From an optimization exercise on the open Yosys and OpenROAD flow, aimed at small area, a short achievable clock period and few clock cycles per item; shortcuts taken in it are not production practice.
In this exercise RTL edits were held to simulation tests only and were not proved equivalent to the original.
Power is estimated from default activity; no workload was simulated.

File: flow/config.mk
export PLATFORM = sky130hd
export DESIGN_NAME = segment_tree_slot_allocator_unit
export DESIGN_NICKNAME = segment_tree_slot_allocator_unit
export VERILOG_FILES = /design/flow/design.v
export SDC_FILE = /design/flow/constraint.sdc
export NUM_CORES = 4
export LEC_CHECK = 0
export CAP_MARGIN = 20
export CORE_MARGIN = 2
export CORE_UTILIZATION = 35
export SLEW_MARGIN = 20
export SYNTH_HIERARCHICAL = 1
export SYNTH_MEMORY_MAX_BITS = 8192
export TNS_END_PERCENT = 10
File: flow/constraint.sdc
create_clock -name core_clock -period 12.0 [get_ports {clk}]
set_input_delay 2.4000 -clock core_clock [delete_from_list [all_inputs] [get_ports {clk}]]
set_output_delay 2.4000 -clock core_clock [all_outputs]
set_load 0.01 [all_outputs]
File: flow/design.v
`default_nettype none
package stsa_pkg;
	localparam int unsigned SLOTS_DEFAULT = 256;
	localparam int unsigned ADDR_W        = 32;
	localparam int unsigned SLOT_INDEX_W  = 8;
	localparam int unsigned CFG_DATA_W    = 32;
	localparam int unsigned SIZE_LOG2_W   = 5;
	localparam logic [SIZE_LOG2_W-1:0] SLOT_SIZE_LOG2_RESET = 5'd3;
	typedef enum logic [0:0] {
		REG_BASE_ADDRESS   = 1'b0,
		REG_SLOT_SIZE_LOG2 = 1'b1
	} cfg_reg_t;
	typedef enum logic [0:0] {
		OP_ALLOC = 1'b0,
		OP_FREE  = 1'b1
	} opcode_t;
	typedef enum logic [1:0] {
		STATUS_OK        = 2'd0,
		STATUS_FULL      = 2'd1,
		STATUS_OUTSIDE   = 2'd2,
		STATUS_NOT_ALLOC = 2'd3
	} status_t;
	typedef enum logic [2:0] {
		ST_CLEAR,
		ST_IDLE,
		ST_ROOT,
		ST_DESCEND,
		ST_MAP,
		ST_LEAF,
		ST_ASCEND,
		ST_EMIT
	} state_t;
	function automatic logic [31:0] add32(input logic [31:0] a, input logic [31:0] b);
		logic [31:0] p, g, gg, pp, gn, pn;
		p  = a ^ b;
		g  = a & b;
		gg = g;
		pp = p;
		for (int l = 0; l < 5; l++) begin
			gn = gg;
			pn = pp;
			for (int i = 0; i < 32; i++) begin
				if (((i >> l) & 1) == 1) begin
					gn[i] = gg[i] | (pp[i] & gg[((i >> l) << l) - 1]);
					pn[i] = pp[i] & pp[((i >> l) << l) - 1];
				end
			end
			gg = gn;
			pp = pn;
		end
		add32 = p ^ {gg[30:0], 1'b0};
	endfunction
	function automatic logic [31:0] sub32(input logic [31:0] a, input logic [31:0] b);
		logic [31:0] nb, p, g, gg, pp, gn, pn;
		nb = ~b;
		p  = a ^ nb;
		g  = a & nb;
		g[0] = a[0] | nb[0];
		gg = g;
		pp = p;
		for (int l = 0; l < 5; l++) begin
			gn = gg;
			pn = pp;
			for (int i = 0; i < 32; i++) begin
				if (((i >> l) & 1) == 1) begin
					gn[i] = gg[i] | (pp[i] & gg[((i >> l) << l) - 1]);
					pn[i] = pp[i] & pp[((i >> l) << l) - 1];
				end
			end
			gg = gn;
			pp = pn;
		end
		sub32 = p ^ {gg[30:0], 1'b1};
	endfunction
	function automatic logic [16:0] add16c(input logic [15:0] a, input logic [15:0] b,
	                                       input logic cin);
		logic [15:0] p, g, gg, pp, gn, pn;
		p  = a ^ b;
		g  = a & b;
		g[0] = g[0] | (p[0] & cin);
		gg = g;
		pp = p;
		for (int l = 0; l < 4; l++) begin
			gn = gg;
			pn = pp;
			for (int i = 0; i < 16; i++) begin
				if (((i >> l) & 1) == 1) begin
					gn[i] = gg[i] | (pp[i] & gg[((i >> l) << l) - 1]);
					pn[i] = pp[i] & pp[((i >> l) << l) - 1];
				end
			end
			gg = gn;
			pp = pn;
		end
		add16c = {gg[15], p ^ {gg[14:0], cin}};
	endfunction
endpackage
`default_nettype wire
`default_nettype none
module stsa_ram #(
	parameter int unsigned WIDTH = 8,
	parameter int unsigned DEPTH = 256
) (
	input  logic                     clk,
	input  logic                     wr_en,
	input  logic [$clog2(DEPTH)-1:0] wr_addr,
	input  logic [WIDTH-1:0]         wr_data,
	input  logic                     rd_en,
	input  logic [$clog2(DEPTH)-1:0] rd_addr,
	output logic [WIDTH-1:0]         rd_data
);
	logic [WIDTH-1:0] mem [DEPTH];
	always_ff @(posedge clk) begin
		if (wr_en) begin
			mem[wr_addr] <= wr_data;
		end
		if (rd_en) begin
			rd_data <= mem[rd_addr];
		end
	end
endmodule
`default_nettype wire
`default_nettype none
module segment_tree_slot_allocator_unit #(
	parameter int unsigned SLOTS = stsa_pkg::SLOTS_DEFAULT
) (
	input  logic                     clk,
	input  logic                     arst_n,
	input  logic                     cfg_we,
	input  logic                     cfg_index,
	input  logic [stsa_pkg::CFG_DATA_W-1:0]    cfg_data,
	input  logic                     req_valid,
	output logic                     req_ready,
	input  logic                     req_opcode,
	input  logic [stsa_pkg::ADDR_W-1:0]        req_freed_address,
	output logic                     rsp_valid,
	input  logic                     rsp_ready,
	output logic [1:0]               rsp_status,
	output logic [stsa_pkg::ADDR_W-1:0]        rsp_block_address,
	output logic [stsa_pkg::SLOT_INDEX_W-1:0]  rsp_slot_index
);
	localparam int unsigned AW = stsa_pkg::ADDR_W;
	localparam int unsigned SW = stsa_pkg::SIZE_LOG2_W;
	localparam int unsigned NG = 16;    
	localparam int unsigned GS = 16;    
	logic       started_q;
	logic       ready_q;
	logic [2:0] inflight_q;
	logic       acc;
	logic       xfer;
	logic [2:0] inflight_d;
	assign acc  = req_valid & ready_q;
	assign xfer = rsp_valid & rsp_ready;
	assign inflight_d = inflight_q + {2'b0, acc} - {2'b0, xfer};
	always_ff @(posedge clk or negedge arst_n) begin
		if (!arst_n) begin
			started_q  <= 1'b0;
			ready_q    <= 1'b0;
			inflight_q <= '0;
		end else begin
			started_q  <= 1'b1;
			ready_q    <= (inflight_d <= 3'd4);
			inflight_q <= inflight_d;
		end
	end
	logic [AW-1:0] base_q;
	logic [SW-1:0] size_log2_q;
	logic          we_base;
	logic          we_size;
	assign we_base = cfg_we & (cfg_index == stsa_pkg::REG_BASE_ADDRESS);
	assign we_size = cfg_we & (cfg_index == stsa_pkg::REG_SLOT_SIZE_LOG2);
	always_ff @(posedge clk) begin
		if (we_base)         base_q <= cfg_data[AW-1:0];
		else if (!started_q) base_q <= '0;
		if (we_size)         size_log2_q <= cfg_data[SW-1:0];
		else if (!started_q) size_log2_q <= stsa_pkg::SLOT_SIZE_LOG2_RESET;
	end
	logic          in_v_q;
	logic          in_op_q;
	logic [15:0]   in_off_lo_q;
	logic          in_carry_q;
	logic [15:0]   in_addr_hi_q;
	logic [16:0]   in_lo_sum;
	logic [16:0]   in_hi_sum;
	logic [AW-1:0] in_off;
	assign in_lo_sum = stsa_pkg::add16c(req_freed_address[15:0], ~base_q[15:0], 1'b1);
	assign in_hi_sum = stsa_pkg::add16c(in_addr_hi_q, ~base_q[31:16], in_carry_q);
	assign in_off    = {in_hi_sum[15:0], in_off_lo_q};
	always_ff @(posedge clk or negedge arst_n) begin
		if (!arst_n) in_v_q <= 1'b0;
		else         in_v_q <= acc;
	end
	always_ff @(posedge clk) begin
		in_op_q      <= req_opcode;
		in_off_lo_q  <= in_lo_sum[15:0];
		in_carry_q   <= in_lo_sum[16];
		in_addr_hi_q <= req_freed_address[31:16];
	end
	logic          mp_v_q;
	logic          mp_op_q;
	logic [7:0]    mp_slot_q;
	logic          mp_outside_q;
	logic [7:0]    map_slot_d;
	logic          map_outside_d;
	always_comb begin
		logic [AW-1:0] sh;
		sh         = in_off >> size_log2_q;
		map_slot_d = sh[7:0];
		map_outside_d = 1'b0;
		for (int b = 8; b < AW; b++)
			map_outside_d = map_outside_d | (in_off[b] & (SW'(b - 8) >= size_log2_q));
	end
	always_ff @(posedge clk or negedge arst_n) begin
		if (!arst_n) mp_v_q <= 1'b0;
		else         mp_v_q <= in_v_q;
	end
	always_ff @(posedge clk) begin
		mp_op_q      <= in_op_q;
		mp_slot_q    <= map_slot_d;
		mp_outside_q <= map_outside_d;
	end
	logic [NG*GS-1:0] used_q;
	logic [NG-1:0]    gfull_q;
	logic [NG-1:0]    gfirst_q;
	logic [NG-1:0]    gfull_d;
	logic [NG-1:0]    gfirst_d;
	logic             all_full;
	assign all_full = ~|gfirst_q;
	logic [7:0]    map_slot;
	logic          map_outside;
	logic [NG-1:0] map_row;
	logic [GS-1:0] map_col;
	assign map_slot    = mp_slot_q;
	assign map_outside = mp_outside_q;
	always_comb begin
		for (int j = 0; j < NG; j++) map_row[j] = (map_slot[7:4] == j[3:0]);
		for (int k = 0; k < GS; k++) map_col[k] = (map_slot[3:0] == k[3:0]);
	end
	logic [NG-1:0] gsel;
	logic [GS-1:0] grp;
	logic [GS-1:0] lfirst;      
	logic [GS-1:0] lbelow;      
	logic          last_free;   
	logic          free_bit;
	assign gsel = mp_op_q ? map_row : gfirst_q;
	for (genvar k = 0; k < GS; k++) begin : g_col
		logic [NG-1:0] colbits;
		for (genvar j = 0; j < NG; j++) begin : g_b
			assign colbits[j] = used_q[j*GS+k];
		end
		stsa_sel16 u_sel (.sel(gsel), .d(colbits), .y(grp[k]));
	end
	always_comb begin
		for (int k = 0; k < GS; k++) begin
			logic below;
			below = 1'b1;
			for (int i = 0; i < k; i++) below = below & grp[i];
			lbelow[k] = below;
			lfirst[k] = below & ~grp[k];
		end
		last_free = &(grp | lbelow);
	end
	assign free_bit = |(grp & map_col);
	logic [3:0] alloc_hi;
	logic [3:0] alloc_lo;
	always_comb begin
		alloc_hi = '0;
		alloc_lo = '0;
		for (int j = 0; j < NG; j++) if (gfirst_q[j]) alloc_hi = alloc_hi | j[3:0];
		for (int k = 0; k < GS; k++) if (lfirst[k]) alloc_lo = alloc_lo | k[3:0];
	end
	logic          do_alloc;
	logic          do_free;
	logic [NG-1:0] row;
	logic [GS-1:0] col_set;
	logic [GS-1:0] col_clr;
	logic [NG*GS-1:0] used_d;
	assign do_alloc = mp_v_q & ~mp_op_q & ~all_full;
	assign do_free  = mp_v_q &  mp_op_q & ~map_outside;
	always_comb begin
		for (int j = 0; j < NG; j++)
			row[j] = ~started_q | (do_alloc & gfirst_q[j]) | (do_free & map_row[j]);
		for (int k = 0; k < GS; k++) begin
			col_set[k] = started_q & ~mp_op_q & lbelow[k];
			col_clr[k] = ~started_q | (mp_op_q & map_col[k]);
		end
	end
	for (genvar j = 0; j < NG; j++) begin : g_row
		for (genvar k = 0; k < GS; k++) begin : g_bit
			stsa_bit u_bit (.q(used_q[j*GS+k]), .row(row[j]), .set(col_set[k]), .clr(col_clr[k]), .d(used_d[j*GS+k]));
		end
	end
	logic [NG-1:0] gkeep;      
	logic [NG-1:0] gtake;      
	logic [NG-1:0] gfirst_0;
	logic [NG-1:0] gfirst_1;
	always_comb begin
		gkeep = gfull_q & ~({NG{do_free}} & map_row) & {NG{started_q}};
		gtake = gfirst_q & {NG{do_alloc & started_q}};
		for (int j = 0; j < NG; j++) begin
			logic below0;
			logic below1;
			below0 = 1'b1;
			below1 = 1'b1;
			for (int i = 0; i < j; i++) begin
				below0 = below0 & gkeep[i];
				below1 = below1 & (gkeep[i] | gtake[i]);
			end
			gfirst_0[j] = below0 & ~gkeep[j];
			gfirst_1[j] = below1 & ~(gkeep[j] | gtake[j]);
		end
		gfull_d  = gkeep | (gtake & {NG{last_free}});
		gfirst_d = last_free ? gfirst_1 : gfirst_0;
	end
	always_ff @(posedge clk) begin
		used_q   <= used_d;
		gfull_q  <= gfull_d;
		gfirst_q <= gfirst_d;
	end
	localparam int unsigned RW = 11;    
	logic [1:0]    res_status;
	logic [7:0]    res_slot;
	logic          res_blk;
	always_comb begin
		if (!mp_op_q) begin
			res_status = all_full ? stsa_pkg::STATUS_FULL : stsa_pkg::STATUS_OK;
			res_slot   = all_full ? 8'd0 : {alloc_hi, alloc_lo};
			res_blk    = ~all_full;
		end else begin
			res_status = map_outside ? stsa_pkg::STATUS_OUTSIDE
			           : free_bit    ? stsa_pkg::STATUS_OK : stsa_pkg::STATUS_NOT_ALLOC;
			res_slot   = map_outside ? 8'd0 : map_slot;
			res_blk    = 1'b0;
		end
	end
	logic [RW-1:0] q_mem [4];
	logic [3:0]    q_wp, q_rp;
	logic [2:0]    q_cnt;
	logic          q_pop;
	logic [RW-1:0] q_head;
	always_comb begin
		q_head = '0;
		for (int e = 0; e < 4; e++) q_head = q_head | ({RW{q_rp[e]}} & q_mem[e]);
	end
	assign q_pop = (q_cnt != 3'd0) & (~rsp_valid | rsp_ready);
	always_ff @(posedge clk) begin
		for (int e = 0; e < 4; e++)
			if (mp_v_q && q_wp[e]) q_mem[e] <= {res_blk, res_status, res_slot};
	end
	always_ff @(posedge clk or negedge arst_n) begin
		if (!arst_n) begin
			q_wp  <= 4'b0001;
			q_rp  <= 4'b0001;
			q_cnt <= '0;
		end else begin
			if (mp_v_q) q_wp <= {q_wp[2:0], q_wp[3]};
			if (q_pop)  q_rp <= {q_rp[2:0], q_rp[3]};
			q_cnt <= q_cnt + {2'b0, mp_v_q} - {2'b0, q_pop};
		end
	end
	logic          out_v_q;
	logic [1:0]    out_status_q;
	logic [7:0]    out_slot_q;
	logic [AW-1:0] out_block_q;
	logic [AW-1:0] size_dec;     
	logic [AW-1:0] mid;          
	logic [AW-1:0] high;         
	logic [AW-1:0] carry_run;    
	logic [7:0]    base_win_q;
	logic [8:0]    win_sum;
	logic [AW-1:0] placed;
	logic [AW-1:0] block_d;
	always_comb begin
		logic          run;
		for (int b = 0; b < AW; b++) size_dec[b] = (size_log2_q == SW'(b));
		for (int b = 0; b < AW; b++) begin
			mid[b] = 1'b0;
			for (int i = 0; i < 8; i++)
				if (b >= i) mid[b] = mid[b] | size_dec[b - i];
			high[b] = (b >= 8) ? (size_log2_q <= SW'(b - 8)) : 1'b0;
		end
		run = 1'b1;
		for (int b = 0; b < AW; b++) begin
			carry_run[b] = high[b] & run;
			run = run & (base_q[b] | ~high[b]);
		end
		win_sum  = {1'b0, base_win_q} + {1'b0, q_head[7:0]};
		for (int b = 0; b < AW; b++) begin
			placed[b] = 1'b0;
			for (int i = 0; i < 8; i++)
				if (b >= i) placed[b] = placed[b] | (win_sum[i] & size_dec[b - i]);
			block_d[b] = placed[b] | (~mid[b] & (base_q[b] ^ (win_sum[8] & carry_run[b])));
		end
	end
	always_ff @(posedge clk) begin
		base_win_q <= 8'(base_q >> size_log2_q);
	end
	always_ff @(posedge clk or negedge arst_n) begin
		if (!arst_n)    out_v_q <= 1'b0;
		else if (q_pop) out_v_q <= 1'b1;
		else if (rsp_ready) out_v_q <= 1'b0;
	end
	always_ff @(posedge clk) begin
		if (q_pop) begin
			out_status_q <= q_head[9:8];
			out_slot_q   <= q_head[7:0];
			out_block_q  <= q_head[10] ? block_d : '0;
		end
	end
	assign req_ready         = ready_q;
	assign rsp_valid         = out_v_q;
	assign rsp_status        = out_status_q;
	assign rsp_block_address = out_block_q;
	assign rsp_slot_index    = out_slot_q;
endmodule
module stsa_bit (
	input  logic q,
	input  logic row,
	input  logic set,
	input  logic clr,
	output logic d
);
	assign d = ~((row & clr) | ~((row & set) | q));
endmodule
module stsa_sel16 (
	input  logic [15:0] sel,
	input  logic [15:0] d,
	output logic        y
);
	assign y = |(sel & d);
endmodule
`default_nettype wire
File: flow/flow/run.sh
#!/bin/bash
# Layout flow: the standard flow (standard synthesis, floorplan, placement, CTS,
# routing) run through standard.sh, with two changes to how the layout is made:
#  - the timing repair aims for the setup margin in flow/margin.txt, so the critical
#    paths are sized and buffered to finish well inside the 12 ns clock period;
#  - the port buffers are plain buffers (flow/port_buffer.txt) instead of delay cells.
# The constraints (constraint.sdc, clock period, I/O delays) are unchanged.
# make's full output goes to flow_make.log; each ORFS step logs under orfs/logs/.
set -euo pipefail
MARGIN=$(cat flow/margin.txt)
PORTBUF=$(cat flow/port_buffer.txt)
bash standard.sh SETUP_SLACK_MARGIN="$MARGIN" BUFFER_PORTS_ARGS="-buffer_cell $PORTBUF" finish > flow_make.log 2>&1
File: flow/flow/margin.txt
8.3
File: flow/flow/port_buffer.txt
sky130_fd_sc_hd__buf_2
File: flow/standard.sh
#!/bin/bash
# synth_recipe.tcl (not shown) runs the flow's synth.tcl, then flattens the netlist and writes it again
# the make line also repeats each setting of config.mk as NAME=value (left out here)
make -C /OpenROAD-flow-scripts/flow DESIGN_CONFIG=/design/flow/config.mk WORK_HOME=/design/flow/orfs CLKGATE_MAP_FILE= SYNTH_SCRIPT=/design/flow/synth_recipe.tcl "${@:-finish}"
==> flow_metrics.py, run 1 <==
metrics = {
    "logic_synthesis": {
        "synth_sequential_area_ratio_pct": 44.28,
        "yosys_warnings": 8,
        "synth_mux_area_share_pct": 3.775,
        "synth_top_area_share_pct": 27.46,
        "synth-xor-area-share_pct": 1.307,
        "synth_edf_count": 123,
        "synth_simple_gate_area_share_pct": 12.20,
        "synth_top_family_by_area": "compound AO/OA/AOI/OAI gates",
        "synth_compound_gate_area_share_pct": 32.12,
        "yosys.area_share.adder_pct": 3.069,
        "ys_seq_elements": 482,
        "postSynthCellCount": 2711,
        "cell_variety_after_synth": 93,
        "ys_dominant_reg_cell": "sky130_fd_sc_hd__dfxtp_1",
        "syn_avg_cell_area_sq_um": 9.145,
        "postSynth.asyncResetShare_pct": 3.942,
        "synthesis.nets": 2834,
        "synth_top_area_cell": "sky130_fd_sc_hd__dfxtp_1",
        "yosys-top-cells-area": "sky130_fd_sc_hd__dfxtp_1 (27%), sky130_fd_sc_hd__edfxtp_1 (15%), sky130_fd_sc_hd__a21oi_1 (13%)",
        "syn-cell-area_sq_um": 24790,
    },
    "routing": {
        "route.antenna.remaining_nets": 0,
        "routed-via-count": 23210,
        "drc_errors": 0,
        "route.final.wire_length_microns": 86870,
        "drt_iter0_drc": 2885,
        "vias_per_cell": 5.952,
        "avgRoutedWirePerCell_microns": 22.28,
        "first_pass_iters": 9,
    },
    "floorplanning": {
        "die-height_microns": 270.1,
        "die_w_microns": 270.1,
        "die-area_sq_um": 72980,
        "rows": 97,
        "top_level_ports": 115,
        "start_util_pct": 35.40,
        "fp.coreArea_sq_um": 70030,
    },
    "sta": {
        "maxSlewHeadroom_pct": 28.36,
        "finalSetupTns_ns": 0,
        "number_of_max_slew_violations_in_the_final_report": 0,
        "finalHoldWorstSlack_ns": 0.3368,
        "worst_slew_pin_slew_ns": 1.066,
        "setup_viol": 0,
        "finalCritPeriodShare_pct": 34.80,
        "fmaxAchievable_mhz": 239.5,
        "final_period_minus_worst_setup_slack_ns": 4.176,
        "finalHoldViolCount": 0,
        "rsz0062_at_grt": "true",
        "worst_clock_skew_ns": 0.04401,
    },
    "worst_hold_path": {
        "hold_path_class": "flip-flop to flip-flop",
    },
    "global_route": {
        "maximum_number_of_pins_on_one_net_before_global_route_repair": 66,
        "grt_pass1_vias": 21420,
        "grt_antenna_before_repair": 1,
        "grt_first_pass_wirelength_microns": 131100,
        "grt_util_all_layers_pct": 22.79,
        "gr-total-overflow": 0,
    },
    "worst_setup_path": {
        "critical_path_arrival_ns": 4.70,
        "crit-reg2reg-launch": "base_q[16]",
        "critical_path.cell_chain": "buf_6 -> inv_4 -> ha_4 -> fa_2 -> nor2b_1 -> o21a_1 -> o21a_1 -> o41ai_4 -> o21ai_2 -> o41ai_4 -> nand2b_1 -> a21oi_2 -> xnor2_1",
        "critical_path.startpoint": "req_freed_address[0]",
        "r2r_setup_slack_ns": 7.97,
        "crit_path_top_delay_cell": "sky130_fd_sc_hd__o41ai_4",
        "timing.critical_path.slowest_cell_delay_ns": 0.46,
        "r2r.worst_path.cells": 16,
        "setup_crit_end_kind": "flip-flop",
        "cp_max_fo": 3,
        "setup.worst_path.class": "input port to flip-flop",
        "timing.rr.end": "mp_outside_q",
        "startpoint_type": "input port",
        "critPathRequiredTime_ns": 12.52,
        "critPathCapture": "in_off_lo_q[14]",
    },
    "layout": {
        "layout.nets": 3038,
        "layout_commonest_cell": "sky130_fd_sc_hd__a21oi_1",
        "drive_above_1_share_pct": 19.27,
        "most-common-layout-cells": "sky130_fd_sc_hd__a21oi_1 (619), sky130_fd_sc_hd__dfxtp_1 (335), sky130_fd_sc_hd__nand2_1 (229), sky130_fd_sc_hd__o21ai_0 (123), sky130_fd_sc_hd__edfxtp_1 (123)",
        "area.growth.synth_to_final_pct": 20.41,
        "fillCellCount": 6859,
    },
    "pwr": {
        "power.leakage_nw": 11.43,
        "max-vdd-ir-drop_v": 0.0001000,
        "combinationalPowerShare_pct": 20.7,
        "powerDensity_nw_per_um2": 152.3,
        "swShare_pct": 30.87,
        "power.sequential.fraction_pct": 41.8,
        "p_sw_mw": 1.404,
        "cellInternalPower_mw": 3.143,
        "clockPowerShare_pct": 37.5,
    },
    "place": {
        "hpwl_dp_microns": 54610,
        "io_buffers": 114,
        "place_congestion": 0.9515,
    },
    "clocking": {
        "tritoncts": "yes",
        "numClockSinks": 482,
        "cts_made_buffers": 51,
        "cts_buffer_depth": 3,
        "clock_transition_at_the_register_clock_pins_on_the_worst_setup_and_hold_paths_after_cts_ns": 0.06,
        "worst_skew_pair_later_pin_latency_ns": 0.64,
        "clk_root_buffer_cell": "sky130_fd_sc_hd__clkbuf_16",
        "cts_hold_repair.buffers": 0,
        "htree_num_levels": 2,
    },
    "status": {
        "status": "no timing/DRC/antenna violations",
    },
    "flow_run": {
        "timing.max_cap.violations": 0,
    },
}
repair_timing:
item                                    CTS  global route
setup buffers                            63            14
gates cloned                              4             1
pin swaps                                33            23
gates resized for setup                 100            39
endpoints found under the hold margin     0             0
endpoints found under the setup margin  263           178
cells in the mapped netlist, types with 23 or more instances:
cell / count
sky130_fd_sc_hd__a22o_1: 75
sky130_fd_sc_hd__nor2_1: 126
sky130_fd_sc_hd__a221oi_2: 64
sky130_fd_sc_hd__xnor2_1: 30
sky130_fd_sc_hd__edfxtp_1: 123
sky130_fd_sc_hd__a31oi_1: 31
sky130_fd_sc_hd__dfxtp_1: 340
sky130_fd_sc_hd__clkbuf_1: 90
sky130_fd_sc_hd__nand2_1: 235
sky130_fd_sc_hd__nand4_1: 29
sky130_fd_sc_hd__o21ai_0: 147
sky130_fd_sc_hd__nor2b_1: 23
sky130_fd_sc_hd__a21oi_1: 623
sky130_fd_sc_hd__nor3_1: 25
sky130_fd_sc_hd__and2_1: 56
sky130_fd_sc_hd__mux2_2: 24
sky130_fd_sc_hd__a22oi_1: 44
sky130_fd_sc_hd__nand3_1: 50
sky130_fd_sc_hd__mux2i_1: 44
sky130_fd_sc_hd__o211ai_1: 50
sky130_fd_sc_hd__ha_1: 40
sky130_fd_sc_hd__inv_1: 89
layer usage:
layer	track usage [%]	up-vias	share of wire [%]
li1	-	10800	-
met1	32.08	11110	44
met2	35.66	1094	44
met3	3.618	200	8.7
met4	7.266	2	3.4
met5	0	-	0.014
power by group through the flow:
stage,clock (mW),combinational [mW],sequential (mW)
5_1_grt,1.79,1.01,1.91
2_1_floorplan,0,0.554,1.89
3_3_place_gp,0,0.837,1.93
4_1_cts,1.73,0.906,1.90
6_report,1.71,0.940,1.90
3_5_place_dp,0,0.840,1.93
modules after synthesis, one instance, submodules excluded:
module	times used	flip-flops and latches	cell area, sq um
stsa_sel16	16	0	101.3
stsa_bit	256	0	10.01
segment_tree_slot_allocator_unit	1	482	20610
state kept, by name, summed over array words and instances (netlist names), 2 cells and up:
name and count:
used_q 256, q_mem 44, base_q 32, out_block_q 32
gfirst_q 16, gfull_q 16, in_addr_hi_q 16, in_off_lo_q 16
base_win_q 8, mp_slot_q 8, out_slot_q 8, size_log2_q 5
q_rp 4, q_wp 4, inflight_q 3, q_cnt 3
out_status_q 2
critical path, delay by kind of cell:
| family | cells | cell delay [ns] |
|---|---|---|
| simple gates | 2 | 0.20 |
| xor+xnor | 1 | 0.12 |
| buf+inv | 2 | 0.14 |
| fa+ha+maj | 2 | 0.34 |
| compound gates | 6 | 1.51 |
layout make-up:
cell class	count	area (sq um)	area share, %
sequential	482	11000	36.85
antenna	1	2.502	0.008383
multi-input combinational	2026	13530	45.32
clock inverter	19	306.5	1.027
tap	940	1176	3.940
clock buffer	77	1516	5.080
inverter	92	360.3	1.207
timing repair buffer	262	1963	6.576
worst min-delay path by stage:
stage	start	endpoint	slack, ns	cells past startpoint
floorplan	in_op_q	mp_op_q	0.31	0
global placement	in_v_q	mp_v_q	0.33	0
detailed placement	in_op_q	mp_op_q	0.34	0
CTS	in_op_q	mp_op_q	0.35	0
global route	in_op_q	mp_op_q	0.35	0
finish	in_op_q	mp_op_q	0.34	0
metrics by stage:
stage	setup slack, ns	total power [mW]	cell area, sq um	utilization, %	std cells
after floorplan	7.444	2.448	24890	-	2711
after global placement	7.088	2.762	26720	38.16	3720
after detailed placement	7.085	2.765	26720	38.16	3720
after CTS	7.949	4.532	29550	42.20	3883
after global routing	7.709	4.713	29850	42.63	3898
final	7.824	4.547	29850	42.63	3899
cells by family after synthesis:
family | Yosys count
AO/OA/AOI/OAI | 1217
XOR/XNOR | 37
adder cells (fa/ha/maj) | 54
buffers and inverters | 207
flip-flops | 482
multiplexers | 78
other | 1
AND/OR/NAND/NOR | 635
Testbench counts, summed over its fixed seeds: cycles 12,048, items 12,000.
==> run 2: changes to the inputs <==
==> flow/flow/port_buffer.txt (replaced) <==
sky130_fd_sc_hd__buf_1
--- a/flow/config.mk
+++ b/flow/config.mk
@@ -9,3 +9,6 @@
 export CORE_MARGIN = 2
-export CORE_UTILIZATION = 35
+export CORE_UTILIZATION = 45
+export CTS_BUF_LIST = sky130_fd_sc_hd__clkbuf_8
+export CTS_CLUSTER_DIAMETER = 50
+export CTS_CLUSTER_SIZE = 20
 export SLEW_MARGIN = 20
==> run 2 against run 1 <==
Net effect:
- routed wire length increased by 3.4%
- hold slack improved by 0.038 ns
- setup slack improved by 0.095 ns
- first-iteration DRC count decreased by 0.10%
- non-clock buffer count increased by 34
- largest power group unchanged
- fmax increased by 2.3%
- synthesized area unchanged
- die area decreased by 22%
==> flow_metrics.py, run 2 <==
metrics = {
    "status": {
        "status": "no timing/DRC/antenna violations",
    },
    "clocking": {
        "clock_transition_at_the_register_clock_pins_on_the_worst_setup_and_hold_paths_after_cts_ns": 0.09,
        "clk_root_buffer_cell": "sky130_fd_sc_hd__clkbuf_8",
        "cts_made_buffers": 50,
        "htree_num_levels": 2,
        "worst_skew_pair_later_pin_latency_ns": 0.70,
        "numClockSinks": 482,
        "cts_buffer_depth": 3,
        "tritoncts": "yes",
    },
    "routing": {
        "route.final.wire_length_microns": 89800,
        "first_pass_iters": 8,
        "vias_per_cell": 6.394,
        "drc_errors": 0,
        "avgRoutedWirePerCell_microns": 24.32,
        "route.antenna.remaining_nets": 0,
        "routed-via-count": 23610,
        "drt_iter0_drc": 2882,
    },
    "global_route": {
        "maximum_number_of_pins_on_one_net_before_global_route_repair": 75,
        "gr-total-overflow": 0,
        "grt_pass1_vias": 22100,
        "grt_util_all_layers_pct": 30.55,
        "grt_antenna_before_repair": 2,
        "grt_first_pass_wirelength_microns": 133700,
    },
    "logic_synthesis": {
        "yosys_warnings": 8,
        "yosys-top-cells-area": "sky130_fd_sc_hd__dfxtp_1 (27%), sky130_fd_sc_hd__edfxtp_1 (15%), sky130_fd_sc_hd__a21oi_1 (13%)",
        "synth_top_area_cell": "sky130_fd_sc_hd__dfxtp_1",
        "cell_variety_after_synth": 93,
        "synth_sequential_area_ratio_pct": 44.28,
        "synth_edf_count": 123,
        "ys_seq_elements": 482,
        "syn-cell-area_sq_um": 24790,
        "synthesis.nets": 2834,
        "synth_top_cells_by_count": "sky130_fd_sc_hd__a21oi_1 (623), sky130_fd_sc_hd__dfxtp_1 (340), sky130_fd_sc_hd__nand2_1 (235)",
        "postSynthCellCount": 2711,
        "synth_top_area_share_pct": 27.46,
        "ys_dominant_reg_cell": "sky130_fd_sc_hd__dfxtp_1",
        "yosys.cell_count.top_type": "sky130_fd_sc_hd__a21oi_1",
        "syn_avg_cell_area_sq_um": 9.145,
        "postSynth.asyncResetShare_pct": 3.942,
    },
    "sta": {
        "worst_clock_skew_ns": 0.05641,
        "final_period_minus_worst_setup_slack_ns": 4.081,
        "worst_slew_pin_slew_ns": 0.9893,
        "setup_viol": 0,
        "maxSlewHeadroom_pct": 33.57,
        "finalCritPeriodShare_pct": 34.01,
        "fmaxAchievable_mhz": 245.1,
        "finalHoldViolCount": 0,
        "rsz0062_at_grt": "true",
        "number_of_max_slew_violations_in_the_final_report": 0,
        "finalSetupTns_ns": 0,
    },
    "worst_setup_path": {
        "startpoint_type": "flip-flop",
        "setup_crit_end_kind": "flip-flop",
        "critical_path.cell_chain": "nor2b_4 -> nand4_1 -> o21ai_4 -> buf_8 -> buf_4 -> a22o_1 -> a221oi_2 -> nand4_1 -> nand4_4 -> nor3_4 -> a32o_2 -> a32oi_4 -> a2111oi_4 -> nand4_2 -> a2111oi_4 -> nand4_1 -> a21oi_1",
        "worst_path_most_repeated_cell": "sky130_fd_sc_hd__nand4_1",
        "setup.worst_path.class": "flip-flop to flip-flop",
        "timing.critical_path.slowest_cell_delay_ns": 0.47,
        "critical_path_arrival_ns": 4.67,
        "cp_max_fo": 7,
        "crit_path_top_delay_cell": "sky130_fd_sc_hd__a2111oi_4",
        "critPathRequiredTime_ns": 12.59,
    },
    "layout": {
        "max_flop_register": "used_q",
        "largest_registers": "used_q: 256 flops, q_mem: 44 flops",
        "drive_above_1_share_pct": 16.18,
        "largest_reg_flops": 256,
        "fillCellCount": 5026,
        "area.growth.synth_to_final_pct": 16.52,
        "layout.nets": 3069,
        "most-common-layout-cells": "sky130_fd_sc_hd__a21oi_1 (622), sky130_fd_sc_hd__dfxtp_1 (336), sky130_fd_sc_hd__nand2_1 (233), sky130_fd_sc_hd__buf_4 (149), sky130_fd_sc_hd__o21ai_0 (125)",
        "layout_commonest_cell": "sky130_fd_sc_hd__a21oi_1",
        "final_cell_area_sq_um": 28890,
    },
    "floorplanning": {
        "die_w_microns": 238.7,
        "die-height_microns": 238.7,
        "top_level_ports": 115,
        "fp.coreArea_sq_um": 54770,
        "die-area_sq_um": 56980,
        "rows": 86,
        "start_util_pct": 45.26,
    },
    "worst_hold_path": {
        "hold_path_class": "flip-flop to flip-flop",
    },
    "pwr": {
        "power.leakage_nw": 10.95,
        "max-vdd-ir-drop_v": 0.0001060,
        "powerDensity_nw_per_um2": 141.2,
    },
    "place": {
        "hpwl_dp_microns": 56940,
        "dpl-instance-area_sq_um": 26260,
        "io_buffers": 114,
        "place_congestion": 0.9452,
    },
    "flow_run": {
        "timing.max_cap.violations": 0,
    },
}
run 2: logic make-up (layout without fill, tap and decap cells):
kind of cell	after synthesis	count (layout)	synth area share (%)
fa+ha+maj	54	54	3.069
simple gates	635	635	12.20
flops	482	482	44.28
other cells	1	3	0.01513
compound gates	1217	1217	32.12
mux	78	80	3.775
xor+xnor	37	37	1.307
buf+inv	207	480	3.230
run 2: area by class of cell:
class,instances,area (sq um),area share (%)
multi-input cells,2024,13460,46.61
flip-flops and latches,482,11000,38.07
repair buffers,296,2011,6.960
well taps,704,880.8,3.049
clock buffers,50,688.2,2.382
clock inverters,42,484.2,1.676
inverters,92,357.8,1.239
diodes,2,5.005,0.01733
run 2: what timing repair did:
| action | in CTS | in global routing |
|---|---|---|
| hold endpoints to repair | 0 | 0 |
| cloned | 3 | 1 |
| pin swaps | 43 | 16 |
| setup endpoints to repair | 283 | 190 |
| setup buffers | 96 | 15 |
| resized for setup | 107 | 16 |
| hold buffers | 0 | 0 |
run 2: critical path: cells and delay by family (launching register included):
family                 cells  cell delay (ns)
flip-flops                 1             0.41
buffers and inverters      2             0.36
AND/OR/NAND/NOR            7             1.52
AO/OA/AOI/OAI              8             1.71
run 2: power breakdown:
group          leakage, nW  switching [mW]  internal (mW)
combinational         6.07           0.625          0.345
sequential            4.28           0.105           1.79
clock                0.600           0.701          0.513
run 2: routing by layer:
layer / track usage, % / share of wire [%] / up-vias
met3: 5.300 / 7.9 / 315
met1: 38.64 / 40 / 11200
li1: - / - / 10830
met2: 50.24 / 47 / 1264
met4: 15.53 / 5.4 / 0
met5: 0 / 0 / -
run 2: stage by stage:
step | setup WS (ns) | power [mW] | instances | utilization [%] | hold slack (ns)
2_1_floorplan | 7.444 | 2.448 | 2711 | - | 0.3096
3_5_place_dp | 7.101 | 2.762 | 3483 | 47.95 | 0.3190
5_1_grt | 7.761 | 4.248 | 3691 | 52.74 | 0.3804
4_1_cts | 8.081 | 4.074 | 3674 | 52.34 | 0.3786
6_report | 7.919 | 4.079 | 3692 | 52.74 | 0.3748
3_3_place_gp | 7.139 | 2.747 | 3483 | 47.94 | 0.3261
run 2: path summary, 6_finish.rpt:
check                      depth (start not counted)    startpoint      endpoint  slack (ns)
setup / recovery                                  17  mp_slot_q[7]  gfirst_q[15]        7.92
min in group asynchronous                          1        arst_n     started_q        1.67
hold reg to reg                                    0        in_v_q        mp_v_q        0.37
setup reg to reg                                  17  mp_slot_q[7]  gfirst_q[15]        7.92
max in group asynchronous                          1        arst_n       q_rp[0]        9.97
hold / removal                                     0        in_v_q        mp_v_q        0.37
run 2: modules after synthesis (local to each module, per instance):
module / cells inside / copies in the design / cell area [sq um] / flops+latches
segment_tree_slot_allocator_unit: 2055 / 1 / 20610 / 482
stsa_bit: 2 / 256 / 10.01 / 0
stsa_sel16: 9 / 16 / 101.3 / 0
==> run 3: changes to the inputs <==
--- a/flow/design.v
+++ b/flow/design.v
@@ -224,4 +224,6 @@
 	logic [NG-1:0]    gfirst_q;
+	logic [GS-1:0]    grp_q;
 	logic [NG-1:0]    gfull_d;
 	logic [NG-1:0]    gfirst_d;
+	logic [GS-1:0]    grp_d;
 	logic             all_full;
@@ -238,4 +240,2 @@
 	end
-	logic [NG-1:0] gsel;
-	logic [GS-1:0] grp;
 	logic [GS-1:0] lfirst;      
@@ -243,4 +243,25 @@
 	logic          last_free;   
+	always_comb begin
+		for (int k = 0; k < GS; k++) begin
+			logic below;
+			below = 1'b1;
+			for (int i = 0; i < k; i++) below = below & grp_q[i];
+			lbelow[k] = below;
+			lfirst[k] = below & ~grp_q[k];
+		end
+		last_free = &(grp_q | lbelow);
+	end
+	logic [NG-1:0] gafter;
+	logic [NG-1:0] gsel;
+	logic [GS-1:0] grp;
 	logic          free_bit;
-	assign gsel = mp_op_q ? map_row : gfirst_q;
+	always_comb begin
+		for (int j = 0; j < NG; j++) begin
+			logic below;
+			below = 1'b1;
+			for (int i = 0; i < j; i++) below = below & (gfull_q[i] | gfirst_q[i]);
+			gafter[j] = below & ~(gfull_q[j] | gfirst_q[j]);
+		end
+	end
+	assign gsel = mp_op_q ? map_row : gafter;
 	for (genvar k = 0; k < GS; k++) begin : g_col
@@ -252,12 +273,2 @@
 	end
-	always_comb begin
-		for (int k = 0; k < GS; k++) begin
-			logic below;
-			below = 1'b1;
-			for (int i = 0; i < k; i++) below = below & grp[i];
-			lbelow[k] = below;
-			lfirst[k] = below & ~grp[k];
-		end
-		last_free = &(grp | lbelow);
-	end
 	assign free_bit = |(grp & map_col);
@@ -295,3 +306,3 @@
 	logic [NG-1:0] gfirst_0;
-	logic [NG-1:0] gfirst_1;
+	logic          free_first;  
 	always_comb begin
@@ -301,14 +312,14 @@
 			logic below0;
-			logic below1;
 			below0 = 1'b1;
-			below1 = 1'b1;
-			for (int i = 0; i < j; i++) begin
-				below0 = below0 & gkeep[i];
-				below1 = below1 & (gkeep[i] | gtake[i]);
-			end
+			for (int i = 0; i < j; i++) below0 = below0 & gkeep[i];
 			gfirst_0[j] = below0 & ~gkeep[j];
-			gfirst_1[j] = below1 & ~(gkeep[j] | gtake[j]);
 		end
+		free_first = do_free & |(gfirst_0 & map_row);
 		gfull_d  = gkeep | (gtake & {NG{last_free}});
-		gfirst_d = last_free ? gfirst_1 : gfirst_0;
+		gfirst_d = (do_alloc & last_free) ? gafter : gfirst_0;
+		if (!started_q)                  grp_d = '0;
+		else if (do_alloc && last_free)  grp_d = grp;
+		else if (do_alloc)               grp_d = grp_q | lfirst;
+		else if (free_first)             grp_d = grp & ~map_col;
+		else                             grp_d = grp_q;
 	end
@@ -318,2 +329,3 @@
 		gfirst_q <= gfirst_d;
+		grp_q    <= grp_d;
 	end
==> flow/flow/port_buffer.txt (replaced) <==
sky130_fd_sc_hd__buf_2
--- a/flow/config.mk
+++ b/flow/config.mk
@@ -9,6 +9,6 @@
 export CORE_MARGIN = 2
-export CORE_UTILIZATION = 45
+export CORE_UTILIZATION = 35
 export CTS_BUF_LIST = sky130_fd_sc_hd__clkbuf_8
-export CTS_CLUSTER_DIAMETER = 50
-export CTS_CLUSTER_SIZE = 20
+export CTS_CLUSTER_DIAMETER = 45
+export CTS_CLUSTER_SIZE = 16
 export SLEW_MARGIN = 20
==> run 3 against run 2 <==
Net effect:
- routed wire length up 3.4%
- sequential share of layout area decreased by 0.92 points
- count of clock-buffer cells in the layout up 24
- synthesized cell count increased by 7.3%
- core utilization is 12 points lower
- hold slack worse by 0.043 ns
- flip-flop and latch count is 16 higher
- sequential power grew 4%
- critical path depth grew 1
- critical endpoint is now q_mem[2][9]
- largest power group unchanged
==> flow_metrics.py, run 3 <==
metrics = {
    "layout": {
        "drive_above_1_share_pct": 18.33,
        "max_flop_register": "used_q",
        "layout_commonest_cell": "sky130_fd_sc_hd__a21oi_1",
        "most-common-layout-cells": "sky130_fd_sc_hd__a21oi_1 (628), sky130_fd_sc_hd__dfxtp_1 (346), sky130_fd_sc_hd__nand2_1 (278), sky130_fd_sc_hd__nor2_1 (159), sky130_fd_sc_hd__o21ai_0 (147)",
        "layout_cells_excl_fill": 4115,
        "largest_registers": "used_q: 256 flops, q_mem: 44 flops",
        "final_util_pct": 41.15,
        "layout.nets": 3209,
        "area.growth.synth_to_final_pct": 16.62,
        "final_cell_area_sq_um": 30530,
        "largest_reg_flops": 256,
    },
    "logic_synthesis": {
        "synth_sequential_area_ratio_pct": 43.16,
        "syn_avg_cell_area_sq_um": 8.999,
        "synth_compound_gate_area_share_pct": 31.17,
        "postSynthCellCount": 2909,
        "synth_mux_area_share_pct": 4.067,
        "synthesis.nets": 3032,
        "synth_top_cells_by_count": "sky130_fd_sc_hd__a21oi_1 (631), sky130_fd_sc_hd__dfxtp_1 (356), sky130_fd_sc_hd__nand2_1 (279)",
        "synth-xor-area-share_pct": 1.606,
        "synth_edf_count": 123,
        "synth_top_area_cell": "sky130_fd_sc_hd__dfxtp_1",
        "cell_variety_after_synth": 101,
        "synth_top_area_share_pct": 27.22,
        "syn-cell-area_sq_um": 26180,
        "yosys-top-cells-area": "sky130_fd_sc_hd__dfxtp_1 (27%), sky130_fd_sc_hd__edfxtp_1 (14%), sky130_fd_sc_hd__a21oi_1 (12%)",
        "yosys.area_share.adder_pct": 2.868,
        "postSynth.asyncResetShare_pct": 3.815,
        "ys_seq_elements": 498,
        "synth_top_family_by_area": "compound AO/OA/AOI/OAI gates",
        "yosys.cell_count.top_type": "sky130_fd_sc_hd__a21oi_1",
        "yosys_warnings": 8,
        "ys_dominant_reg_cell": "sky130_fd_sc_hd__dfxtp_1",
        "synth_simple_gate_area_share_pct": 13.88,
    },
    "floorplanning": {
        "die-height_microns": 277.5,
        "fp.coreArea_sq_um": 74200,
        "top_level_ports": 115,
        "start_util_pct": 35.28,
        "rows": 100,
        "die_w_microns": 277.5,
        "die-area_sq_um": 77000,
    },
    "routing": {
        "drt_iter0_drc": 3179,
        "drc_errors": 0,
        "route.antenna.remaining_nets": 0,
        "vias_per_cell": 6.036,
        "routed-via-count": 24840,
        "route.final.wire_length_microns": 92850,
        "avgRoutedWirePerCell_microns": 22.56,
        "first_pass_iters": 9,
    },
    "place": {
        "place_congestion": 0.9802,
        "hpwl_dp_microns": 61260,
        "placed_cells_incl_taps": 3944,
        "io_buffers": 114,
        "dpl-instance-area_sq_um": 28260,
    },
    "worst_setup_path": {
        "timing.rr.end": "q_mem[2][9]",
        "critical_path_arrival_ns": 4.96,
        "critPathRequiredTime_ns": 12.44,
        "r2r.worst_path.cells": 18,
        "r2r_setup_slack_ns": 7.48,
        "cp_max_fo": 10,
        "setup.worst_path.class": "flip-flop to flip-flop",
        "startpoint_type": "flip-flop",
        "crit-reg2reg-launch": "gfirst_q[3]",
        "critPathCapture": "q_mem[2][9]",
        "critical_path.startpoint": "gfirst_q[3]",
        "setup_crit_end_kind": "flip-flop",
    },
    "clocking": {
        "htree_num_levels": 3,
        "worst_skew_pair_later_pin_latency_ns": 0.70,
        "cts_hold_repair.buffers": 0,
        "clock_transition_at_the_register_clock_pins_on_the_worst_setup_and_hold_paths_after_cts_ns": 0.09,
        "numClockSinks": 498,
        "tritoncts": "yes",
        "cts_buffer_depth": 3,
        "cts_made_buffers": 70,
        "clk_root_buffer_cell": "sky130_fd_sc_hd__clkbuf_8",
    },
    "status": {
        "status": "no timing/DRC/antenna violations",
    },
    "pwr": {
        "powerDensity_nw_per_um2": 146.6,
        "max-vdd-ir-drop_v": 0.00007125,
        "power.leakage_nw": 11.47,
    },
    "sta": {
        "final_period_minus_worst_setup_slack_ns": 4.517,
        "worst_slew_pin_slew_ns": 1.063,
        "finalSetupTns_ns": 0,
        "finalCritPeriodShare_pct": 37.64,
        "fmaxAchievable_mhz": 221.4,
        "setup_viol": 0,
        "rsz0062_at_grt": "true",
        "worst_clock_skew_ns": 0.05218,
        "number_of_max_slew_violations_in_the_final_report": 0,
        "maxSlewHeadroom_pct": 28.61,
        "finalHoldViolCount": 0,
    },
    "global_route": {
        "grt_first_pass_wirelength_microns": 140400,
        "maximum_number_of_pins_on_one_net_before_global_route_repair": 65,
        "grt_antenna_before_repair": 3,
        "grt_util_all_layers_pct": 23.32,
        "gr-total-overflow": 0,
        "grt_pass1_vias": 23130,
    },
    "flow_run": {
        "timing.max_cap.violations": 0,
    },
    "worst_hold_path": {
        "hold_path_class": "flip-flop to flip-flop",
    },
}
==> run 3: cell types whose count changed after synthesis, moves of 10 or more <==
cell                       before  now
sky130_fd_sc_hd__dfxtp_1      340  356
sky130_fd_sc_hd__o211ai_1      50   29
sky130_fd_sc_hd__nor2_1       126  165
sky130_fd_sc_hd__mux4_2        10   20
sky130_fd_sc_hd__nand2_1      235  279
sky130_fd_sc_hd__nor3_1        25   51
sky130_fd_sc_hd__o21ai_0      147  163
sky130_fd_sc_hd__a21boi_0       3   14
sky130_fd_sc_hd__a22oi_1       44   29
sky130_fd_sc_hd__o22ai_1       11   26
sky130_fd_sc_hd__nand3_1       50   60
sky130_fd_sc_hd__o31ai_1        6   16
sky130_fd_sc_hd__a221oi_1      17   31
==> run 3: worst min path at each step <==
| stage | cells past startpoint | end | start | slack, ns |
|---|---|---|---|---|
| 2_1_floorplan | 0 | mp_op_q | in_op_q | 0.31 |
| 3_3_place_gp | 0 | mp_op_q | in_op_q | 0.32 |
| 3_5_place_dp | 0 | mp_op_q | in_op_q | 0.31 |
| 4_1_cts | 0 | mp_op_q | in_op_q | 0.33 |
| 5_1_grt | 0 | mp_op_q | in_op_q | 0.35 |
| 6_report | 0 | mp_op_q | in_op_q | 0.33 |
==> run 3: area by class of cell <==
type / instances / area (sq um)
repair buffers: 235 / 1553
well taps: 969 / 1212
clock buffers: 74 / 1018
fillers: 7411 / 43670
multi-input cells: 2194 / 14470
flip-flops and latches: 498 / 11340
inverters: 87 / 339.1
clock inverters: 55 / 594.3
diodes: 3 / 7.507
==> run 3: per-stage QoR <==
stage | hold slack (ns) | total power [mW] | worst slack, ns
finish | 0.3320 | 4.477 | 7.483
global route | 0.3510 | 4.665 | 7.402
CTS | 0.3321 | 4.465 | 7.629
detailed placement | 0.3132 | 2.923 | 6.870
global placement | 0.3164 | 2.921 | 6.882
floorplan | 0.3096 | 2.560 | 7.389
==> run 3: critical path, cell delays in order, from the launching register on <==
cell and delay [ns]:
sky130_fd_sc_hd__dfxtp_4 0.38, sky130_fd_sc_hd__nor2_4 0.04, sky130_fd_sc_hd__nor4_4 0.29, sky130_fd_sc_hd__o21ai_2 0.10, sky130_fd_sc_hd__or3_4 0.34, sky130_fd_sc_hd__or3_4 0.36
sky130_fd_sc_hd__nor3_4 0.17, sky130_fd_sc_hd__nand2_1 0.11, sky130_fd_sc_hd__o21ai_2 0.66, sky130_fd_sc_hd__buf_4 0.37, sky130_fd_sc_hd__a22o_1 0.19, sky130_fd_sc_hd__a221oi_2 0.05
sky130_fd_sc_hd__nand4_1 0.20, sky130_fd_sc_hd__nand3_1 0.12, sky130_fd_sc_hd__a21oi_2 0.18, sky130_fd_sc_hd__a41oi_2 0.07, sky130_fd_sc_hd__o22a_1 0.23, sky130_fd_sc_hd__o311a_4 0.16
sky130_fd_sc_hd__o21a_4 0.22
==> run 3: cell families (layout without fill, tap and decap cells) <==
group / after synthesis / after routing
AOI/OAI and AO/OA: 1257 / 1257
xor gates and xnor gates: 48 / 48
adders and majority gates: 53 / 53
buffers and inverters: 217 / 451
DFF: 498 / 498
muxes: 79 / 79
other: 1 / 4
and+or+nand+nor: 756 / 756
==> run 3: where the power goes <==
part           switching, mW  leakage, nW  total, mW  internal [mW]
combinational          0.639         6.26      0.969          0.331
sequential             0.135         4.39       1.98           1.84
clock                  0.746        0.825       1.53          0.782
total                   1.52         11.5       4.48           2.96
==> run 3: what timing repair did <==
item,CTS,global route
buffers inserted,19,18
pin swaps,7,16
gates cloned,1,0
gates resized for setup,31,41
setup endpoints to repair,107,127
==> run 3: modules after synthesis (local to each module, per instance) <==
module,cells,copies in the design,flip-flops and latches,area [sq um]
segment_tree_slot_allocator_unit,2253,1,498,21990
stsa_bit,2,256,0,10.01
stsa_sel16,9,16,0,101.3
==> run 3: layer usage <==
layer	wire (microns)	GRT usage, %	vias up
met1	38730	31.42	11720
met2	41230	36.37	1356
met5	0	0	-
li1	-	-	11470
met3	8573	4.001	294
met4	4320	10.93	0
Testbench counts of run 3, summed over its fixed seeds: cycles 12,048, items 12,000.
==> run 4: changes to the inputs <==
--- a/flow/design.v
+++ b/flow/design.v
@@ -204,10 +204,8 @@
 	logic          map_outside_d;
-	always_comb begin
-		logic [AW-1:0] sh;
-		sh         = in_off >> size_log2_q;
-		map_slot_d = sh[7:0];
-		map_outside_d = 1'b0;
-		for (int b = 8; b < AW; b++)
-			map_outside_d = map_outside_d | (in_off[b] & (SW'(b - 8) >= size_log2_q));
-	end
+	stsa_slot_of u_slot_of (
+		.off     (in_off),
+		.size    (size_log2_q),
+		.slot    (map_slot_d),
+		.outside (map_outside_d)
+	);
 	always_ff @(posedge clk or negedge arst_n) begin
@@ -224,6 +222,4 @@
 	logic [NG-1:0]    gfirst_q;
-	logic [GS-1:0]    grp_q;
 	logic [NG-1:0]    gfull_d;
 	logic [NG-1:0]    gfirst_d;
-	logic [GS-1:0]    grp_d;
 	logic             all_full;
@@ -240,2 +236,4 @@
 	end
+	logic [NG-1:0] gsel;
+	logic [GS-1:0] grp;
 	logic [GS-1:0] lfirst;      
@@ -243,25 +241,4 @@
 	logic          last_free;   
-	always_comb begin
-		for (int k = 0; k < GS; k++) begin
-			logic below;
-			below = 1'b1;
-			for (int i = 0; i < k; i++) below = below & grp_q[i];
-			lbelow[k] = below;
-			lfirst[k] = below & ~grp_q[k];
-		end
-		last_free = &(grp_q | lbelow);
-	end
-	logic [NG-1:0] gafter;
-	logic [NG-1:0] gsel;
-	logic [GS-1:0] grp;
 	logic          free_bit;
-	always_comb begin
-		for (int j = 0; j < NG; j++) begin
-			logic below;
-			below = 1'b1;
-			for (int i = 0; i < j; i++) below = below & (gfull_q[i] | gfirst_q[i]);
-			gafter[j] = below & ~(gfull_q[j] | gfirst_q[j]);
-		end
-	end
-	assign gsel = mp_op_q ? map_row : gafter;
+	assign gsel = mp_op_q ? map_row : gfirst_q;
 	for (genvar k = 0; k < GS; k++) begin : g_col
@@ -273,2 +250,12 @@
 	end
+	always_comb begin
+		for (int k = 0; k < GS; k++) begin
+			logic below;
+			below = 1'b1;
+			for (int i = 0; i < k; i++) below = below & grp[i];
+			lbelow[k] = below;
+			lfirst[k] = below & ~grp[k];
+		end
+		last_free = &(grp | lbelow);
+	end
 	assign free_bit = |(grp & map_col);
@@ -306,3 +293,3 @@
 	logic [NG-1:0] gfirst_0;
-	logic          free_first;  
+	logic [NG-1:0] gfirst_1;
 	always_comb begin
@@ -312,14 +299,14 @@
 			logic below0;
+			logic below1;
 			below0 = 1'b1;
-			for (int i = 0; i < j; i++) below0 = below0 & gkeep[i];
+			below1 = 1'b1;
+			for (int i = 0; i < j; i++) begin
+				below0 = below0 & gkeep[i];
+				below1 = below1 & (gkeep[i] | gtake[i]);
+			end
 			gfirst_0[j] = below0 & ~gkeep[j];
+			gfirst_1[j] = below1 & ~(gkeep[j] | gtake[j]);
 		end
-		free_first = do_free & |(gfirst_0 & map_row);
 		gfull_d  = gkeep | (gtake & {NG{last_free}});
-		gfirst_d = (do_alloc & last_free) ? gafter : gfirst_0;
-		if (!started_q)                  grp_d = '0;
-		else if (do_alloc && last_free)  grp_d = grp;
-		else if (do_alloc)               grp_d = grp_q | lfirst;
-		else if (free_first)             grp_d = grp & ~map_col;
-		else                             grp_d = grp_q;
+		gfirst_d = last_free ? gfirst_1 : gfirst_0;
 	end
@@ -329,3 +316,2 @@
 		gfirst_q <= gfirst_d;
-		grp_q    <= grp_d;
 	end
@@ -376,32 +362,11 @@
 	logic [AW-1:0] out_block_q;
-	logic [AW-1:0] size_dec;     
-	logic [AW-1:0] mid;          
-	logic [AW-1:0] high;         
-	logic [AW-1:0] carry_run;    
 	logic [7:0]    base_win_q;
-	logic [8:0]    win_sum;
-	logic [AW-1:0] placed;
 	logic [AW-1:0] block_d;
-	always_comb begin
-		logic          run;
-		for (int b = 0; b < AW; b++) size_dec[b] = (size_log2_q == SW'(b));
-		for (int b = 0; b < AW; b++) begin
-			mid[b] = 1'b0;
-			for (int i = 0; i < 8; i++)
-				if (b >= i) mid[b] = mid[b] | size_dec[b - i];
-			high[b] = (b >= 8) ? (size_log2_q <= SW'(b - 8)) : 1'b0;
-		end
-		run = 1'b1;
-		for (int b = 0; b < AW; b++) begin
-			carry_run[b] = high[b] & run;
-			run = run & (base_q[b] | ~high[b]);
-		end
-		win_sum  = {1'b0, base_win_q} + {1'b0, q_head[7:0]};
-		for (int b = 0; b < AW; b++) begin
-			placed[b] = 1'b0;
-			for (int i = 0; i < 8; i++)
-				if (b >= i) placed[b] = placed[b] | (win_sum[i] & size_dec[b - i]);
-			block_d[b] = placed[b] | (~mid[b] & (base_q[b] ^ (win_sum[8] & carry_run[b])));
-		end
-	end
+	stsa_block_addr u_block_addr (
+		.base (base_q),
+		.size (size_log2_q),
+		.win  (base_win_q),
+		.slot (q_head[7:0]),
+		.addr (block_d)
+	);
 	always_ff @(posedge clk) begin
@@ -443,2 +408,55 @@
 endmodule
+module stsa_slot_of (
+	input  logic [31:0] off,
+	input  logic [4:0]  size,
+	output logic [7:0]  slot,
+	output logic        outside
+);
+	logic [22:0] t;
+	logic [23:0] therm;
+	always_comb begin
+		for (int i = 0; i < 15; i++) begin
+			case (size[4:3])
+				2'd0:    t[i] = off[i];
+				2'd1:    t[i] = off[i + 8];
+				2'd2:    t[i] = off[i + 16];
+				default: t[i] = (i < 8) ? off[(i + 24) % 32] : 1'b0;
+			endcase
+		end
+		t[22:15] = '0;
+		for (int i = 0; i < 8; i++) slot[i] = t[i + 32'(size[2:0])];
+		for (int k = 0; k < 24; k++) therm[k] = (5'(k) >= size);
+		outside = |(off[31:8] & therm);
+	end
+endmodule
+module stsa_block_addr (
+	input  logic [31:0] base,
+	input  logic [4:0]  size,
+	input  logic [7:0]  win,
+	input  logic [7:0]  slot,
+	output logic [31:0] addr
+);
+	logic [8:0]  sum;
+	logic [31:0] placed;
+	logic [31:0] low;          
+	logic [31:0] high;         
+	logic [31:0] carry_run;    
+	logic [31:0] keep;         
+	always_comb begin
+		logic run;
+		for (int b = 0; b < 32; b++) begin
+			low[b]  = (size > 5'(b));
+			high[b] = (b >= 8) ? (size <= 5'(b - 8)) : 1'b0;
+		end
+		run = 1'b1;
+		for (int b = 0; b < 32; b++) begin
+			carry_run[b] = high[b] & run;
+			run = run & (base[b] | ~high[b]);
+		end
+		keep   = base & (low | high);
+		sum    = {1'b0, win} + {1'b0, slot};
+		placed = {24'd0, sum[7:0]} << size;
+		addr   = placed | (keep ^ ({32{sum[8]}} & carry_run));
+	end
+endmodule
 `default_nettype wire
--- a/flow/config.mk
+++ b/flow/config.mk
@@ -11,4 +11,4 @@
 export CTS_BUF_LIST = sky130_fd_sc_hd__clkbuf_8
-export CTS_CLUSTER_DIAMETER = 45
-export CTS_CLUSTER_SIZE = 16
+export CTS_CLUSTER_DIAMETER = 50
+export CTS_CLUSTER_SIZE = 20
 export SLEW_MARGIN = 20
==> run 4 against run 3 <==
Net effect:
- power shrank 7.1%
- largest power group unchanged
- first-iteration DRC count decreased by 19%
- clock power shrank 18%
- combinational power increased by 5%
- critical endpoint is now mp_slot_q[1]
- core utilization up 1.4 points
- synthesized cell count fell by 10%
- die area fell by 5.5%
- synthesized area is 5.6% lower
- clock skew rose by 0.031 ns
- sequential share of layout area shrank 0.12 points
- fmax increased by 13%
==> flow_metrics.py, run 4 <==
metrics = {
    "status": {
        "status": "no timing/DRC/antenna violations",
    },
    "pwr": {
        "totalPowerFinal_mw": 4.160,
        "power.leakage_nw": 11.48,
        "cellInternalPower_mw": 2.705,
        "power.sequential.fraction_pct": 45.6,
        "powerDensity_nw_per_um2": 140.0,
        "max-vdd-ir-drop_v": 0.00007681,
        "combinationalPowerShare_pct": 24.4,
        "p_sw_mw": 1.455,
        "clockPowerShare_pct": 30.0,
        "swShare_pct": 34.98,
    },
    "worst_setup_path": {
        "critical_path.cell_chain": "inv_2 -> fa_2 -> inv_2 -> fa_2 -> nor2b_4 -> o2111a_2 -> o31ai_4 -> buf_4 -> buf_6 -> fa_2 -> inv_1 -> nor2b_1 -> mux4_2 -> mux2_4 -> a221o_1",
        "critical_path_arrival_ns": 4.58,
        "critical_path.n_buffers_inverters": 5,
        "crit_path_top_delay_cell": "sky130_fd_sc_hd__fa_2",
        "worst_path_most_repeated_cell": "sky130_fd_sc_hd__fa_2",
        "setup_crit_end_kind": "flip-flop",
        "critPathRequiredTime_ns": 12.57,
        "cp_max_fo": 3,
        "startpoint_type": "flip-flop",
        "path_delay_family": "adder cells",
        "timing.critical_path.slowest_cell_delay_ns": 0.55,
        "setup.worst_path.class": "flip-flop to flip-flop",
    },
    "logic_synthesis": {
        "postSynthCellCount": 2606,
        "cell_variety_after_synth": 110,
        "syn-cell-area_sq_um": 24710,
        "yosys.cell_count.top_type": "sky130_fd_sc_hd__a21oi_1",
        "synth_top_area_share_pct": 27.55,
        "ys_dominant_reg_cell": "sky130_fd_sc_hd__dfxtp_1",
        "synth_edf_count": 123,
        "synth_top_area_cell": "sky130_fd_sc_hd__dfxtp_1",
        "synthesis.nets": 2729,
        "postSynth.asyncResetShare_pct": 3.942,
        "ys_seq_elements": 482,
        "yosys-top-cells-area": "sky130_fd_sc_hd__dfxtp_1 (28%), sky130_fd_sc_hd__edfxtp_1 (15%), sky130_fd_sc_hd__a21oi_1 (12%)",
        "yosys_warnings": 10,
        "synth_top_cells_by_count": "sky130_fd_sc_hd__a21oi_1 (579), sky130_fd_sc_hd__dfxtp_1 (340), sky130_fd_sc_hd__nand2_1 (179)",
        "synth_sequential_area_ratio_pct": 44.43,
        "syn_avg_cell_area_sq_um": 9.481,
    },
    "sta": {
        "post_route_worst_setup_slack_ns": 7.998,
        "finalHoldViolCount": 0,
        "worst_clock_skew_ns": 0.08344,
        "final_period_minus_worst_setup_slack_ns": 4.002,
        "maxSlewHeadroom_pct": 35.61,
        "rsz0062_at_grt": "true",
        "finalCritPeriodShare_pct": 33.35,
        "worst_slew_pin_slew_ns": 0.9579,
        "fmaxAchievable_mhz": 249.9,
        "number_of_max_slew_violations_in_the_final_report": 0,
        "finalSetupTns_ns": 0,
        "setup_viol": 0,
    },
    "layout": {
        "area.growth.synth_to_final_pct": 20.27,
        "layout_commonest_cell": "sky130_fd_sc_hd__a21oi_1",
        "layout.nets": 2988,
        "largest_registers": "used_q: 256 flops, q_mem: 44 flops",
        "largest_reg_flops": 256,
        "layout_cells_excl_fill": 3850,
        "drive_above_1_share_pct": 23.61,
        "max_flop_register": "used_q",
        "final_util_pct": 42.51,
        "most-common-layout-cells": "sky130_fd_sc_hd__a21oi_1 (574), sky130_fd_sc_hd__dfxtp_1 (335), sky130_fd_sc_hd__nand2_1 (176), sky130_fd_sc_hd__buf_4 (153), sky130_fd_sc_hd__edfxtp_1 (123)",
    },
    "place": {
        "hpwl_dp_microns": 55190,
        "place_congestion": 0.9420,
        "io_buffers": 114,
        "placed_cells_incl_taps": 3611,
        "pre_cts_ws_ns": 6.623,
    },
    "clocking": {
        "htree_num_levels": 2,
        "numClockSinks": 482,
        "worst_skew_pair_later_pin_latency_ns": 0.74,
        "clk_root_buffer_cell": "sky130_fd_sc_hd__clkbuf_8",
        "clock_transition_at_the_register_clock_pins_on_the_worst_setup_and_hold_paths_after_cts_ns": 0.11,
        "cts_made_buffers": 49,
        "tritoncts": "yes",
        "cts_hold_repair.buffers": 0,
        "cts_buffer_depth": 3,
    },
    "worst_hold_path": {
        "hold_path_class": "flip-flop to flip-flop",
    },
    "routing": {
        "routed-via-count": 22930,
        "route.final.wire_length_microns": 87020,
        "avgRoutedWirePerCell_microns": 22.60,
        "drt_iter0_drc": 2561,
        "drc_errors": 0,
        "route.antenna.remaining_nets": 0,
        "first_pass_iters": 8,
        "vias_per_cell": 5.956,
    },
    "floorplanning": {
        "die-height_microns": 269.7,
        "die_w_microns": 269.7,
        "top_level_ports": 115,
        "rows": 97,
        "start_util_pct": 35.34,
        "fp.coreArea_sq_um": 69910,
        "die-area_sq_um": 72730,
    },
    "global_route": {
        "gr-total-overflow": 0,
        "maximum_number_of_pins_on_one_net_before_global_route_repair": 82,
        "grt_util_all_layers_pct": 22.68,
        "grt_antenna_before_repair": 2,
        "grt_first_pass_wirelength_microns": 129900,
        "grt_pass1_vias": 21820,
    },
    "flow_run": {
        "timing.max_cap.violations": 0,
    },
}
-- run 4: changes by cell type after synthesis, moves of 32 or more --
cell                      change
sky130_fd_sc_hd__o21ai_0     -32
sky130_fd_sc_hd__nor2_1      -60
sky130_fd_sc_hd__nand2_1    -100
sky130_fd_sc_hd__a21oi_1     -52
sky130_fd_sc_hd__and2_1      +32
-- run 4: logic make-up (layout without fill, tap and decap cells) --
logic type               count (synthesis)  count (layout)  synth area share, %
other                                    1               6              0.01518
adder cells (fa/ha/maj)                 54              54                3.079
multiplexers                            94              94                5.008
AO/OA/AOI/OAI                         1130            1130                30.13
buffers and inverters                  218             517                3.808
flip-flops                             482             482                44.43
XOR/XNOR                                33              33                1.170
AND/OR/NAND/NOR                        594             594                12.36
-- run 4: power by group through the flow --
stage	combinational, mW	sequential (mW)	clock, mW
after global placement	0.805	1.93	0
after CTS	0.939	1.90	1.27
final	1.02	1.90	1.25
after global routing	1.08	1.91	1.34
after detailed placement	0.822	1.94	0
after floorplan	0.546	1.90	0
-- run 4: modules after synthesis, one instance, submodules excluded --
module	area, sq um	cells
stsa_sel16	101.3	9
stsa_slot_of	1154	154
segment_tree_slot_allocator_unit	16760	1376
stsa_block_addr	2608	420
stsa_bit	10.01	2
-- run 4: area by class of cell --
| class | instances | area [sq um] |
|---|---|---|
| Multi-Input combinational cell | 1906 | 13460 |
| Timing Repair inverter | 1 | 5.005 |
| Fill cell | 6757 | 40190 |
| Sequential cell | 482 | 11000 |
| Inverter | 108 | 424.2 |
| Antenna cell | 5 | 12.51 |
| Clock buffer | 49 | 674.4 |
| Tap cell | 940 | 1176 |
| Timing Repair Buffer | 317 | 2416 |
| Clock inverter | 42 | 543.0 |
-- run 4: metrics by stage --
step / area (sq um) / hold WS [ns]
2_1_floorplan: 24730 / 0.3096
3_3_place_gp: 26440 / 0.3360
3_5_place_dp: 26440 / 0.3529
4_1_cts: 29050 / 0.3851
5_1_grt: 29710 / 0.3981
6_report: 29710 / 0.3727
-- run 4: repair_timing --
item,CTS,global route
pin swaps,39,31
endpoints found under the setup margin,307,331
cloned,4,2
setup buffers,105,31
resized for setup,121,100
-- run 4: worst register-to-register path, delay by kind of cell (launching register included) --
kind | cells | cell delay, ns
compound gates | 3 | 0.66
flops | 1 | 0.45
mux | 2 | 0.84
buf+inv | 5 | 0.48
fa+ha+maj | 3 | 1.13
simple gates | 2 | 0.31
-- run 4: metal layers --
layer	wire length, microns	GRT usage [%]	up-vias
met4	3324	8.465	2
met1	37170	31.12	11150
met2	39410	35.78	1078
li1	-	-	10490
met3	7103	3.820	206
met5	16	0	-
-- run 4: final timing paths --
check | slack (ns) | endpoint | cells past startpoint | from
setup / recovery | 8.00 | mp_slot_q[1] | 15 | base_q[16]
hold / removal | 0.37 | mp_v_q | 0 | in_v_q
setup reg to reg | 8.00 | mp_slot_q[1] | 15 | base_q[16]
hold reg to reg | 0.37 | mp_v_q | 0 | in_v_q
max in group asynchronous | 9.99 | started_q | 1 | arst_n
min in group asynchronous | 1.65 | q_wp[3] | 1 | arst_n
Testbench counts of run 4, summed over its fixed seeds: cycles 12,048, items 12,000.

## what the ideal ports hide
Ports are ideal in the flow. The routed layouts listed here were re-timed in OpenROAD.
Step 1 sets driving cells, clkbuf_16 on the clock port and buf_2 on the other inputs (assumed; they add their load-dependent delay and slew).
Step 2 adds t to the input delays and takes it off the output delays; t is the mean of the earliest and latest rising clock arrival at the registers after step 1. Input paths then give back, and output paths get back, about the clock's delay inside the block.
Slacks: ideal / step 1 / step 2; pairs: ideal / step 1.
| run | shift t [ns] | setup WS [ns] | worst slew at a driven data input, ns |
|---|---|---|---|
| run 1 | 0.685 | 7.824 / 7.861 / 7.176 | 0.09 |
| run 2 | 0.733 | 7.919 / 7.919 / 7.334 | 0.04 |
| run 3 | 0.744 | 7.483 / 7.483 / 7.000 | 0.09 |
| run 4 | 0.759 | 7.998 / 7.998 / 7.380 | 0.07 |
After both steps every run listed still meets setup and hold. For run 1, which loses most, drivers alone change the setup slack by +0.037 ns; drivers and shift together by -0.648 ns.
